From an optimization exercise on the open Yosys and OpenROAD flow, aimed at small area, a short achievable clock period and few clock cycles per item; shortcuts taken in it are not production practice. The RTL of this run was laid out without a check of its function. Power figures rest on the tool's default switching activity, not on a simulated workload.

<file path="design/flow/run.sh">
#!/bin/bash
# synth_recipe.tcl (not shown) runs the flow's synth.tcl, then flattens the netlist and writes it again
# the make line also repeats each setting of config.mk as NAME=value (left out here)
make -C /OpenROAD-flow-scripts/flow DESIGN_CONFIG=/design/flow/config.mk WORK_HOME=/design/flow/orfs CLKGATE_MAP_FILE= SYNTH_SCRIPT=/design/flow/synth_recipe.tcl finish
</file>
<file path="design/flow/config.mk">
export PLATFORM = sky130hd
export DESIGN_NAME = roberts_cross_gradient
export DESIGN_NICKNAME = roberts_cross_gradient
export VERILOG_FILES = /design/flow/design.v
export SDC_FILE = /design/flow/constraint.sdc
export NUM_CORES = 4
export LEC_CHECK = 0
export CAP_MARGIN = 20
export CORE_MARGIN = 2
export CORE_UTILIZATION = 40
export SLEW_MARGIN = 20
</file>
<file path="design/flow/constraint.sdc">
create_clock -name core_clock -period 7.0 [get_ports {clock}]
set_input_delay 1.4000 -clock core_clock [delete_from_list [all_inputs] [get_ports {clock}]]
set_output_delay 1.4000 -clock core_clock [all_outputs]
set_load 0.01 [all_outputs]
</file>
<file path="design/flow/design.v">
package rcg_pkg;
   localparam int DEF_MAX_WIDTH  = 256;
   localparam int DEF_MAX_HEIGHT = 4096;
   localparam int CSR_WIDTH      = 11;
   localparam logic [CSR_WIDTH-1:0] WIDTH_RESET = 11'd1024;
   localparam int PIX_W  = 8;
   localparam int GRAD_W = 9;
   localparam int ROW_W  = 12;
   localparam int COL_W  = 10;
   localparam int MAG_W  = 13;
   localparam int SQ_W   = 17;
   localparam int RAD_W  = 25;
   typedef enum logic [2:0] {
      ST_IDLE,
      ST_READ,
      ST_DIFF,
      ST_SQUARE,
      ST_SUM,
      ST_ROOT,
      ST_ROUND,
      ST_EMIT
   } state_type;
   typedef struct packed {
      logic load;
      logic read;
      logic diff;
      logic square;
      logic sum;
      logic step;
      logic round;
      logic advance;
   } cmd_type;
   typedef struct packed {
      logic has_result;
      logic root_done;
      logic last_result;
   } status_type;
endpackage
import rcg_pkg::*;
module rcg_ctrl
(
   input  logic       clock,
   input  logic       reset,
   input  logic       req_valid,
   output logic       req_ready,
   output logic       rsp_valid,
   input  logic       rsp_ready,
   input  rcg_pkg::status_type status,
   output rcg_pkg::cmd_type    cmd
);
   rcg_pkg::state_type state_ff, state_in;
   always_ff @(posedge clock) begin
      if (reset) begin
         state_ff <= ST_IDLE;
      end else begin
         state_ff <= state_in;
      end
   end
   always_comb begin
      state_in = state_ff;
      unique case (state_ff)
         ST_IDLE: begin
            if (req_valid) state_in = ST_READ;
         end
         ST_READ:   state_in = ST_DIFF;
         ST_DIFF: begin
            state_in = status.has_result ? ST_SQUARE : ST_IDLE;
         end
         ST_SQUARE: state_in = ST_SUM;
         ST_SUM:    state_in = ST_ROOT;
         ST_ROOT: begin
            if (status.root_done) state_in = ST_ROUND;
         end
         ST_ROUND:  state_in = ST_EMIT;
         ST_EMIT: begin
            if (rsp_ready && status.last_result) state_in = ST_IDLE;
         end
         default:   state_in = ST_IDLE;
      endcase
   end
   always_comb begin
      cmd       = '0;
      req_ready = 1'b0;
      rsp_valid = 1'b0;
      unique case (state_ff)
         ST_IDLE: begin
            req_ready = 1'b1;
            cmd.load  = req_valid;
         end
         ST_READ:   cmd.read   = 1'b1;
         ST_DIFF:   cmd.diff   = 1'b1;
         ST_SQUARE: cmd.square = 1'b1;
         ST_SUM:    cmd.sum    = 1'b1;
         ST_ROOT:   cmd.step   = 1'b1;
         ST_ROUND:  cmd.round  = 1'b1;
         ST_EMIT: begin
            rsp_valid   = 1'b1;
            cmd.advance = rsp_ready;
         end
         default: begin
            cmd = '0;
         end
      endcase
   end
endmodule
import rcg_pkg::*;
module rcg_datapath
#(
   parameter int MAX_WIDTH  = rcg_pkg::DEF_MAX_WIDTH,
   parameter int MAX_HEIGHT = rcg_pkg::DEF_MAX_HEIGHT
)(
   input  logic                     clock,
   input  logic                     reset,
   input  rcg_pkg::cmd_type                  cmd,
   output rcg_pkg::status_type               status,
   input  logic                     csr_wr_en,
   input  logic [rcg_pkg::CSR_WIDTH-1:0]     csr_wr_data,
   input  logic [rcg_pkg::PIX_W-1:0]         req_pixel,
   input  logic                     req_start_of_frame,
   output logic [rcg_pkg::ROW_W-1:0]         rsp_out_row,
   output logic [rcg_pkg::COL_W-1:0]         rsp_out_col,
   output logic signed [rcg_pkg::GRAD_W-1:0] rsp_diag_grad,
   output logic signed [rcg_pkg::GRAD_W-1:0] rsp_anti_grad,
   output logic [rcg_pkg::MAG_W-1:0]         rsp_magnitude,
   output logic                     rsp_last
);
   localparam int CW = (MAX_WIDTH > 1) ? $clog2(MAX_WIDTH) : 1;
   localparam int RW = (MAX_HEIGHT > 1) ? $clog2(MAX_HEIGHT) : 1;
   localparam int WW = (CW + 1 > CSR_WIDTH) ? CW + 1 : CSR_WIDTH;
   localparam int OW = (RW > ROW_W) ? RW : ROW_W;
   localparam int XW = CW + COL_W;
   logic [CSR_WIDTH-1:0]     width_ff;
   logic [CW-1:0]            col_ff, cur_col_ff;
   logic [RW-1:0]            row_ff, cur_row_ff;
   logic [PIX_W-1:0]         pixel_ff, up_ff, left_ff, ul_ff;
   logic [PIX_W-1:0]         line_mem [MAX_WIDTH];
   logic signed [GRAD_W-1:0] x_ff, y_ff;
   logic [SQ_W-1:0]          xx_ff, yy_ff;
   logic [RAD_W-1:0]         rad_ff, res_ff, bit_ff;
   logic [MAG_W-1:0]         mag_ff;
   logic [3:0]               pend_ff;
   logic [WW-1:0]            w_cfg, w_eff, next_col;
   logic                     wrap_start;
   logic [RW-1:0]            row_inc, cur_row_inc;
   logic signed [2*GRAD_W-1:0] x_sq, y_sq;
   logic [RAD_W:0]           trial;
   logic [RW-1:0]            sel_row;
   logic [CW-1:0]            sel_col;
   logic [OW-1:0]            row_ext;
   logic [XW-1:0]            col_ext;
   always_comb begin
      w_cfg = WW'(width_ff);
      if (w_cfg < WW'(2)) begin
         w_eff = WW'(2);
      end else if (w_cfg > WW'(MAX_WIDTH)) begin
         w_eff = WW'(MAX_WIDTH);
      end else begin
         w_eff = w_cfg;
      end
      wrap_start  = WW'(col_ff) >= w_eff;
      next_col    = WW'(cur_col_ff) + WW'(1);
      row_inc     = (row_ff == RW'(MAX_HEIGHT - 1)) ? row_ff : row_ff + RW'(1);
      cur_row_inc = (cur_row_ff == RW'(MAX_HEIGHT - 1)) ? cur_row_ff
                                                        : cur_row_ff + RW'(1);
   end
   always_ff @(posedge clock) begin
      if (reset) begin
         width_ff   <= WIDTH_RESET;
         col_ff     <= '0;
         row_ff     <= '0;
         cur_col_ff <= '0;
         cur_row_ff <= '0;
         left_ff    <= '0;
         ul_ff      <= '0;
         pend_ff    <= '0;
         bit_ff     <= '0;
      end else begin
         if (csr_wr_en) width_ff <= csr_wr_data;
         if (cmd.load) begin
            priority if (req_start_of_frame) begin
               cur_col_ff <= '0;
               cur_row_ff <= '0;
            end else if (wrap_start) begin
               cur_col_ff <= '0;
               cur_row_ff <= row_inc;
            end else begin
               cur_col_ff <= col_ff;
               cur_row_ff <= row_ff;
            end
         end
         if (cmd.diff) begin
            if (next_col >= w_eff) begin
               col_ff <= '0;
               row_ff <= cur_row_inc;
            end else begin
               col_ff <= next_col[CW-1:0];
               row_ff <= cur_row_ff;
            end
            left_ff <= pixel_ff;
            ul_ff   <= up_ff;
            pend_ff <= {1'b1, cur_col_ff == CW'(1), cur_row_ff == RW'(1),
                        (cur_row_ff == RW'(1)) && (cur_col_ff == CW'(1))};
         end
         if (cmd.sum) begin
            bit_ff <= {1'b1, {(RAD_W-1){1'b0}}};
         end
         if (cmd.step) begin
            bit_ff <= bit_ff >> 2;
         end
         if (cmd.advance) begin
            pend_ff <= pend_ff & (pend_ff - 4'd1);
         end
      end
   end
   always_ff @(posedge clock) begin
      if (cmd.load) pixel_ff <= req_pixel;
      if (cmd.read) up_ff <= line_mem[cur_col_ff];
      if (cmd.diff) line_mem[cur_col_ff] <= pixel_ff;
   end
   assign x_sq  = x_ff * x_ff;
   assign y_sq  = y_ff * y_ff;
   assign trial = {1'b0, res_ff} + {1'b0, bit_ff};
   always_ff @(posedge clock) begin
      if (cmd.diff) begin
         x_ff <= $signed({1'b0, ul_ff}) - $signed({1'b0, pixel_ff});
         y_ff <= $signed({1'b0, up_ff}) - $signed({1'b0, left_ff});
      end
      if (cmd.square) begin
         xx_ff <= x_sq[SQ_W-1:0];
         yy_ff <= y_sq[SQ_W-1:0];
      end
      if (cmd.sum) begin
         rad_ff <= {xx_ff + yy_ff, 8'd0};
         res_ff <= '0;
      end
      if (cmd.step) begin
         if ({1'b0, rad_ff} >= trial) begin
            rad_ff <= rad_ff - trial[RAD_W-1:0];
            res_ff <= (res_ff >> 1) + bit_ff;
         end else begin
            res_ff <= res_ff >> 1;
         end
      end
      if (cmd.round) begin
         mag_ff <= res_ff[MAG_W-1:0] + MAG_W'(rad_ff > res_ff);
      end
   end
   always_comb begin
      sel_row       = cur_row_ff;
      sel_col       = cur_col_ff;
      rsp_diag_grad = x_ff;
      rsp_anti_grad = y_ff;
      priority if (pend_ff[0]) begin
         sel_row       = '0;
         sel_col       = '0;
         rsp_diag_grad = -x_ff;
         rsp_anti_grad = -y_ff;
      end else if (pend_ff[1]) begin
         sel_row       = '0;
         rsp_diag_grad = -y_ff;
         rsp_anti_grad = -x_ff;
      end else if (pend_ff[2]) begin
         sel_col       = '0;
         rsp_diag_grad = y_ff;
         rsp_anti_grad = x_ff;
      end else begin
         sel_row       = cur_row_ff;
      end
      row_ext       = OW'(sel_row);
      col_ext       = XW'(sel_col);
      rsp_out_row   = (row_ext > OW'(4095)) ? {ROW_W{1'b1}} : row_ext[ROW_W-1:0];
      rsp_out_col   = col_ext[COL_W-1:0];
      rsp_magnitude = mag_ff;
      rsp_last      = (pend_ff & (pend_ff - 4'd1)) == 4'd0;
   end
   assign status.has_result  = (cur_col_ff != '0) && (cur_row_ff != '0);
   assign status.root_done   = bit_ff[0];
   assign status.last_result = rsp_last;
endmodule
import rcg_pkg::*;
module roberts_cross_gradient
#(
   parameter int MAX_WIDTH  = rcg_pkg::DEF_MAX_WIDTH,
   parameter int MAX_HEIGHT = rcg_pkg::DEF_MAX_HEIGHT
)(
   input  logic                     clock,
   input  logic                     reset,
   input  logic                     csr_wr_en,
   input  logic [rcg_pkg::CSR_WIDTH-1:0]     csr_wr_data,
   input  logic                     req_valid,
   output logic                     req_ready,
   input  logic [rcg_pkg::PIX_W-1:0]         req_pixel,
   input  logic                     req_start_of_frame,
   output logic                     rsp_valid,
   input  logic                     rsp_ready,
   output logic [rcg_pkg::ROW_W-1:0]         rsp_out_row,
   output logic [rcg_pkg::COL_W-1:0]         rsp_out_col,
   output logic signed [rcg_pkg::GRAD_W-1:0] rsp_diag_grad,
   output logic signed [rcg_pkg::GRAD_W-1:0] rsp_anti_grad,
   output logic [rcg_pkg::MAG_W-1:0]         rsp_magnitude,
   output logic                     rsp_last
);
   rcg_pkg::cmd_type    cmd;
   rcg_pkg::status_type status;
   rcg_ctrl u_ctrl (
      .clock     (clock),
      .reset     (reset),
      .req_valid (req_valid),
      .req_ready (req_ready),
      .rsp_valid (rsp_valid),
      .rsp_ready (rsp_ready),
      .status    (status),
      .cmd       (cmd)
   );
   rcg_datapath #(
      .MAX_WIDTH  (MAX_WIDTH),
      .MAX_HEIGHT (MAX_HEIGHT)
   ) u_datapath (
      .clock              (clock),
      .reset              (reset),
      .cmd                (cmd),
      .status             (status),
      .csr_wr_en          (csr_wr_en),
      .csr_wr_data        (csr_wr_data),
      .req_pixel          (req_pixel),
      .req_start_of_frame (req_start_of_frame),
      .rsp_out_row        (rsp_out_row),
      .rsp_out_col        (rsp_out_col),
      .rsp_diag_grad      (rsp_diag_grad),
      .rsp_anti_grad      (rsp_anti_grad),
      .rsp_magnitude      (rsp_magnitude),
      .rsp_last           (rsp_last)
   );
endmodule
</file>
==> parameters.txt <==
Parameter                              Value

Route
  Number of remaining DRC errors    0
  Number of detailed-route iterations in the first pass    6
  Total via count after detailed routing    between 50k and 60k
  Number of design-rule violations left by the first detailed-router iteration    5786
  Total length of routed wires    ~250000 um
  Number of nets with antenna violations after routing    0
  Wirelength per Cell    27.49 um
  Detailed-route vias per instance    5.680

CTS
  Root buffer cell    clkbuf_16
  H-tree levels    4
  Clock sink count    roughly 2.3k
  Number of instances resized during post-cts repair    0
  Setup bufs post-CTS    0
  Buffer levels on the longest clock path    3
  # hold bufs at CTS    0
  Clock buffers created by TritonCTS    229
  Clock tree from TritonCTS    built
  Clock Pin Slew Worst Setup and Hold Paths    0.06 ns
  Clock latency (worst-skew pair)    about 0.91 ns

Synthesis
  Ys Warns    2
  Post-synthesis instance total    between 5k and 6k
  Share of flip-flops with an asynchronous set or reset    0%
  Total standard cell area after synthesis    98140 um2
  Predominant post-synthesis flop cell    edfxtp_1
  Count of unique library cells instantiated by Yosys    72
  Number of synthesized flops with an enable pin    around 2.2k
  Part of the Yosys area used for sequential elements    68.13%
  Register bit count reported by yosys    2264
  Synth Area per Inst    17.91 um2

Floorplan
  IO Pins    81
  Width of the die    499.3 um
  Floorplan core area    243700 um2
  Die area    249300 um2
  Initial core utilization    40.27%
  Rows    181
  Die height    499.3 um

STA
  Fmax    0.1769 GHz
  Worst-case hold slack    0.4542 ns
  Final critical-path required period    5.653 ns
  Number of hold violations in the final report    0
  RSZ-0062 raised after global routing    no
  Setup tns final    0 ns
  Share of the cycle needed by the critical path after routing    between 80% and 90%
  Slew Limit Fails    0
  Post-route worst setup slack    1.347 ns
  Number of failing setup endpoints in the final timing report    0
  Clock skew    0.09714 ns
  Slew of the pin with the lowest slew margin    ~1.2 ns
  Worst relative slew slack    a little over a fifth

Finish
  Area of combinational cells with multiple inputs    29160 um2
  Number of nets in the layout    5985
  Area added between synthesis and finish    12.62%
  Fill cell count    20.64k
  Ratio of cells with drive above 1 in the final layout    roughly a fifth
  Highest-count cells in the layout ignoring fill and taps    edfxtp_1 (2152), mux4_2 (648), nor2_1 (438), nand2_1 (242), inv_1 (233)
  Area of all sequential standard cells    around 67000 um2
  Most frequent standard cell in the layout excluding fill and tap cells    edfxtp_1
  Final core utilization    45.35%

Placement
  Weighted congestion reported at the end of routability-driven placement    0.8381
  Detailed placement HPWL    154800 um
  Placement-stage worst setup slack    1.403 ns
  # port buffers    78

Setup path
  Endpoint class of the critical path    flip-flop
  Element type at the critical path start    flip-flop
  Worst Reg-to-Reg Cells    19
  Crit Path Category    reg -> reg
  Data arrival time of the critical path    6.21 ns
  Maximum fanout encountered on the critical timing path    10
  Required time of the worst setup path    ~7.6 ns

Global routing
  Global-route met1 utilization    28.35%
  Largest net degree at the start of global routing    217
  Antenna violations before repair    6
  GRT met2 Usage    31.31%
  Total global routing track utilization    19.80%
  Met3 capacity usage during global routing    3.968%
  Top Usage Layer GRT    met2
  Total congestion overflow after global routing    0
  Number of global-route vias before repair    51.21k
  First-pass GRT wire length    around 360000 um

Power and ir drop
  Worst IR drop on VDD    approximately 0.27 mV
  Leak Pwr    34.90 nW
  Power per unit of standard cell area    275.3 nW/um2
  Post-layout total power    30.43 mW

Run status
  Outcome    finished clean

Worst hold path
  Number of stages on the worst hold path    2
  Path category of the worst min-delay check    reg -> reg

Job
  Max capacitance violation total    0
==> cell type report <==
type	count	area share, %
sequential	2264	60.52
multi-input combinational	2694	26.39
clock buffer	269	5.330
tap	3202	3.625
timing repair buffer	203	1.844
clock inverter	154	1.484
inverter	238	0.8084
antenna	2	0.004529
==> power breakdown <==
| group | total, mW | switching [mW] | internal (mW) |
|---|---|---|---|
| sequential | 15.2 | 0.111 | 15.1 |
| clock | 12.2 | 5.33 | 6.89 |
| combinational | 2.99 | 1.82 | 1.17 |
| total | 30.4 | 7.26 | 23.2 |
==> through the flow <==
step	instance area [um2]	instances
after floorplan	98140	5479
after global placement	102900	8598
after detailed placement	102900	8598
after CTS	110400	9021
after global routing	110500	9024
final	110500	9026
==> worst max-delay path, stage by stage, from the launching register on <==
cell and delay (ns):
edfxtp_1 0.56, clkinv_1 0.32, nor2_1 0.21, fa_1 0.48
fa_1 0.47, ha_1 0.29, inv_1 0.05, fa_1 0.47
inv_1 0.04, ha_1 0.27, ha_1 0.23, fa_1 0.47
a21o_1 0.20, a21oi_1 0.22, o21bai_1 0.09, a21oi_1 0.22
o21bai_1 0.09, a21oi_1 0.25, nor4bb_1 0.09, or3_1 0.38
==> routing by layer <==
layer / part of all wire [%] / routed length, um
met1: 43 / 106000
met3: 7.6 / 18850
met4: 2.3 / 5642
met2: 47 / 117700
met5: 0.0060 / 15
==> registers in the layout (all words and copies together) (netlist names), 11 cells and up <==
name,count
u_datapath.rad_ff,25
u_datapath.yy_ff,16
u_datapath.xx_ff,16
u_datapath.line_mem,2048
u_datapath.mag_ff,13
u_datapath.bit_ff,13
u_datapath.res_ff,25
u_datapath.row_ff,12
u_datapath.cur_row_ff,12
u_datapath.width_ff,11
==> cell families (layout without fill, tap and decap cells) <==
kind of cell / after synthesis / count (layout) / share of synthesized area, %
simple gates: 1064 / 1064 / 4.881
buf+inv: 521 / 864 / 2.234
mux: 689 / 689 / 15.30
xor+xnor: 162 / 162 / 1.446
flops: 2264 / 2264 / 68.13
compound gates: 446 / 446 / 2.890
other cells: 1 / 4 / 0.003821
fa+ha+maj: 331 / 331 / 5.113
==> cells in the mapped netlist, types with 24 or more instances <==
cell type,number,area share (%)
buf_2,57,0.29
a21o_1,34,0.26
a211oi_1,24,0.18
nand2_1,257,0.98
dfxtp_1,112,2.3
fa_1,117,2.4
nand3_1,86,0.44
inv_1,234,0.90
nor2b_1,55,0.35
nor2_1,442,1.7
a22oi_1,26,0.20
mux4_2,648,15
clkbuf_1,169,0.65
buf_1,28,0.11
ha_1,213,2.7
xnor2_1,116,1.0
xor2_1,46,0.41
a21oi_1,122,0.62
and2_1,41,0.26
a31oi_1,36,0.23
mux2i_1,34,0.35
nand4_1,35,0.22
o21ai_0,100,0.51
nor3_1,51,0.26
edfxtp_1,2152,66
==> final timing paths <==
check / startpoint / slack [ns] / endpoint
setup / recovery: u_datapath.x_ff[4] / 1.35 / u_datapath.xx_ff[15]
hold / removal: u_datapath.left_ff[7] / 0.45 / u_datapath.left_ff[7]
setup reg to reg: u_datapath.x_ff[4] / 1.35 / u_datapath.xx_ff[15]
hold reg to reg: u_datapath.left_ff[7] / 0.45 / u_datapath.left_ff[7]

-- afterwards: timing with drivers on the ports --
No port has a modelled driver above. Below, the same layout with a new extraction and two added sets of constraints.
Step 1 sets driving cells, clkbuf_16 on the clock port and buf_2 on the other inputs (assumed; they add their load-dependent delay and slew).
Step 2 adds t to the input delays and takes it off the output delays; t is the mean of the earliest and latest rising clock arrival at the registers after step 1. Input paths then give back, and output paths get back, about the clock's delay inside the block.
Three values: no drivers, after step 1, after step 2; two values: the first two.
shift t [ns]: 0.951
slack for setup (ns): 1.347 / 1.347 / 1.347
worst register clock-pin slew, ns: 0.07 / 0.07
worst data-port slew with drivers (ns): 0.15
cell pins on the clock port's net: 1
After both steps setup and hold are still met in this run. The setup slack of this run moves by 0.000 ns with the drivers and by 0.000 ns with both steps.
